What follows belongs to an exercise in optimizing a design on an open flow for small area and a short achievable clock period; a production flow would make more cautious choices. Only simulation tests tie the RTL to the original design; equivalence was not proved. Power is estimated from default activity; no workload was simulated. No driver is modelled on the clock port, so clocking that relies on it looks cheaper here than on a real chip.

==> flow/design.v (excerpt) <==
module dcache_top (
	input  logic        clk,
	input  logic        rst,
	input  logic [31:0] cpu_addr,
	input  logic [3:0]  cpu_byte_en,
	input  logic        cpu_read,
	input  logic        cpu_write,
	input  logic [31:0] cpu_wr_data,
	output logic [31:0] cpu_rd_data,
	output logic        cpu_stall,
	output logic [31:0] mem_addr,
	output logic        mem_addr_valid,
	output logic        mem_we,
	output logic [31:0] mem_wr_data,
	output logic        mem_wr_valid,
	output logic        mem_wr_last,
	input  logic        mem_addr_ready,
	input  logic        mem_rd_valid,
	input  logic [31:0] mem_rd_data,
	input  logic        mem_wr_ready,
	input  logic        mem_wr_done
);
export LEC_CHECK = 0
export CAP_MARGIN = 20
export CORE_MARGIN = 2
export CORE_UTILIZATION = 70
export PLACE_DENSITY = 0.8
export SETUP_SLACK_MARGIN = 2.0
export SLEW_MARGIN = 20
export SYNTH_HIERARCHICAL = 1
export SYNTH_MINIMUM_KEEP_SIZE = 0
export TNS_END_PERCENT = 100
export BUFFER_PORTS_ARGS = -buffer_cell sky130_fd_sc_hd__buf_2
export CTS_ARGS = -sink_clustering_enable -repair_clock_nets -dont_use_dummy_load -sink_clustering_size 30 -sink_clustering_max_diameter 80 -buf_list {sky130_fd_sc_hd__clkbuf_8 sky130_fd_sc_hd__clkbuf_16}
create_clock -name core_clock -period 6.5 [get_ports {clk}]
standard.sh (not shown) runs the stock make flow with config.mk's settings and CLKGATE_MAP_FILE= SYNTH_SCRIPT=/design/flow/synth_recipe.tcl, a recipe that flattens the netlist after the stock synthesis.
==> flow/flow/run.sh <==
#!/bin/bash
# The standard layout with two changes to how it is made:
#  - ports get plain buffers (buf_2) instead of the resizer's default pick, a delay cell;
#  - the clock tree uses clkbuf_8/clkbuf_16, clusters of up to 30 sinks within 80 um,
#    and no dummy loads.
# Synthesis, floorplan, power grid, placement, repair and routing are the standard flow's.
# make's full output goes to flow_make.log here; ORFS keeps each step's log under orfs/logs.
set -euo pipefail
cat >> config.mk <<'EOC'
export BUFFER_PORTS_ARGS = -buffer_cell sky130_fd_sc_hd__buf_2
export CTS_ARGS = -sink_clustering_enable -repair_clock_nets -dont_use_dummy_load -sink_clustering_size 30 -sink_clustering_max_diameter 80 -buf_list {sky130_fd_sc_hd__clkbuf_8 sky130_fd_sc_hd__clkbuf_16}
EOC
bash standard.sh > flow_make.log 2>&1
Then changed:
==> flow/flow/run.sh (replaced) <==
#!/bin/bash
# The standard layout with two changes to how it is made:
#  - ports get plain buffers (buf_2) instead of the resizer's default pick, a delay cell;
#  - the clock tree uses clkbuf_4/clkbuf_8, clusters of up to 12 sinks within 50 um,
#    and no dummy loads.
# Synthesis, floorplan, power grid, placement, repair and routing are the standard flow's.
# make's full output goes to flow_make.log here; ORFS keeps each step's log under orfs/logs.
set -euo pipefail
cat >> config.mk <<'EOC'
export BUFFER_PORTS_ARGS = -buffer_cell sky130_fd_sc_hd__buf_2
export CTS_ARGS = -sink_clustering_enable -repair_clock_nets -dont_use_dummy_load -sink_clustering_size 12 -sink_clustering_max_diameter 50 -buf_list {sky130_fd_sc_hd__clkbuf_4 sky130_fd_sc_hd__clkbuf_8}
EOC
bash standard.sh > flow_make.log 2>&1
- CTS_ARGS: -sink_clustering_enable -repair_clock_nets -dont_use_dummy_load -sink_clustering_size 30 -sink_clustering_max_diameter 80 -buf_list {sky130_fd_sc_hd__clkbuf_8 sky130_fd_sc_hd__clkbuf_16} -> -sink_clustering_enable -repair_clock_nets -dont_use_dummy_load -sink_clustering_size 12 -sink_clustering_max_diameter 50 -buf_list {sky130_fd_sc_hd__clkbuf_4 sky130_fd_sc_hd__clkbuf_8}
After rerunning: Die area stays the same. Flip-flop and latch count does not change. Via count came out higher by a few percent. Final area came out higher slightly. Clock-buffer cell count came out higher by 80.

dcache_top, a different RTL version from the one above (not shown whole).
Size in the first run: ~3500 cells after synthesis, ~1300 flip-flops, about 210 I/O pins.
==> flow/design.v (excerpt) <==
module dcache_top (
	input  logic        clk,
	input  logic        rst,
	input  logic [31:0] cpu_addr,
	input  logic [3:0]  cpu_byte_en,
	input  logic        cpu_read,
	input  logic        cpu_write,
	input  logic [31:0] cpu_wr_data,
	output logic [31:0] cpu_rd_data,
	output logic        cpu_stall,
	output logic [31:0] mem_addr,
	output logic        mem_addr_valid,
	output logic        mem_we,
	output logic [31:0] mem_wr_data,
	output logic        mem_wr_valid,
	output logic        mem_wr_last,
	input  logic        mem_addr_ready,
	input  logic        mem_rd_valid,
	input  logic [31:0] mem_rd_data,
	input  logic        mem_wr_ready,
	input  logic        mem_wr_done
);
Settings: LEC_CHECK=0, CAP_MARGIN=20, CORE_MARGIN=2, CORE_UTILIZATION=40, PLACE_DENSITY=0.6, SLEW_MARGIN=20; clock period 6.5 ns.
run.sh (not shown) runs the stock make flow with config.mk's settings and CLKGATE_MAP_FILE= SYNTH_SCRIPT=/design/flow/synth_recipe.tcl, a recipe that flattens the netlist after the stock synthesis.
Stock flow here: none of the scripts above is used.
Rerun with:
SETUP_SLACK_MARGIN = 2.5   (was not set)
The changed run finished clean. Design area grows by 16%. Via count grows by 11%. Count of clock-buffer cells in the layout grows by 21. Global-route usage grows by 3.9 points. Total power grows by 8.7%. Core utilization grows by 7.4 points. Routed wire length grows by 18%.

## re-timing with driven ports
How much do the figures lean on ideal ports? The routed layouts below were timed once more, with nothing changed but the port constraints.
Step 1 sets driving cells, clkbuf_16 on the clock port and buf_2 on the other inputs (assumed; they add their load-dependent delay and slew).
Step 2 times the ports against the registers' clock, not the clock port: input delays grow and output delays shrink by t, the midpoint of the rising clock arrivals with the driver on.
Three values: no drivers, after step 1, after step 2; two values: the first two.
| run | t (ns) | setup WS [ns] | worst hold slack (ns) | worst setup path after step 2 | worst slew at a driven data input, ns |
|---|---|---|---|---|---|
| the first run of note 1 | 0.701 | 1.866 / 1.727 / 1.526 | 0.452 / 0.452 / 0.452 | input to register | 0.14 |
| the second run of note 1 | 0.822 | 1.848 / 1.708 / 1.529 | 0.449 / 0.449 / 0.449 | input to register | 0.15 |
| the first run of note 2 | 0.845 | 0.174 / 0.151 / 0.151 | 0.466 / 0.466 / 0.466 | input to output | 0.05 |
| the second run of note 2 | 0.858 | 1.471 / 1.230 / 1.230 | 0.467 / 0.467 / 0.467 | input to output | 0.26 |
After both steps setup and hold are still met in every run listed. The setup slack of the first run of note 1, which loses most, moves by -0.139 ns with the drivers and by -0.340 ns with both steps.
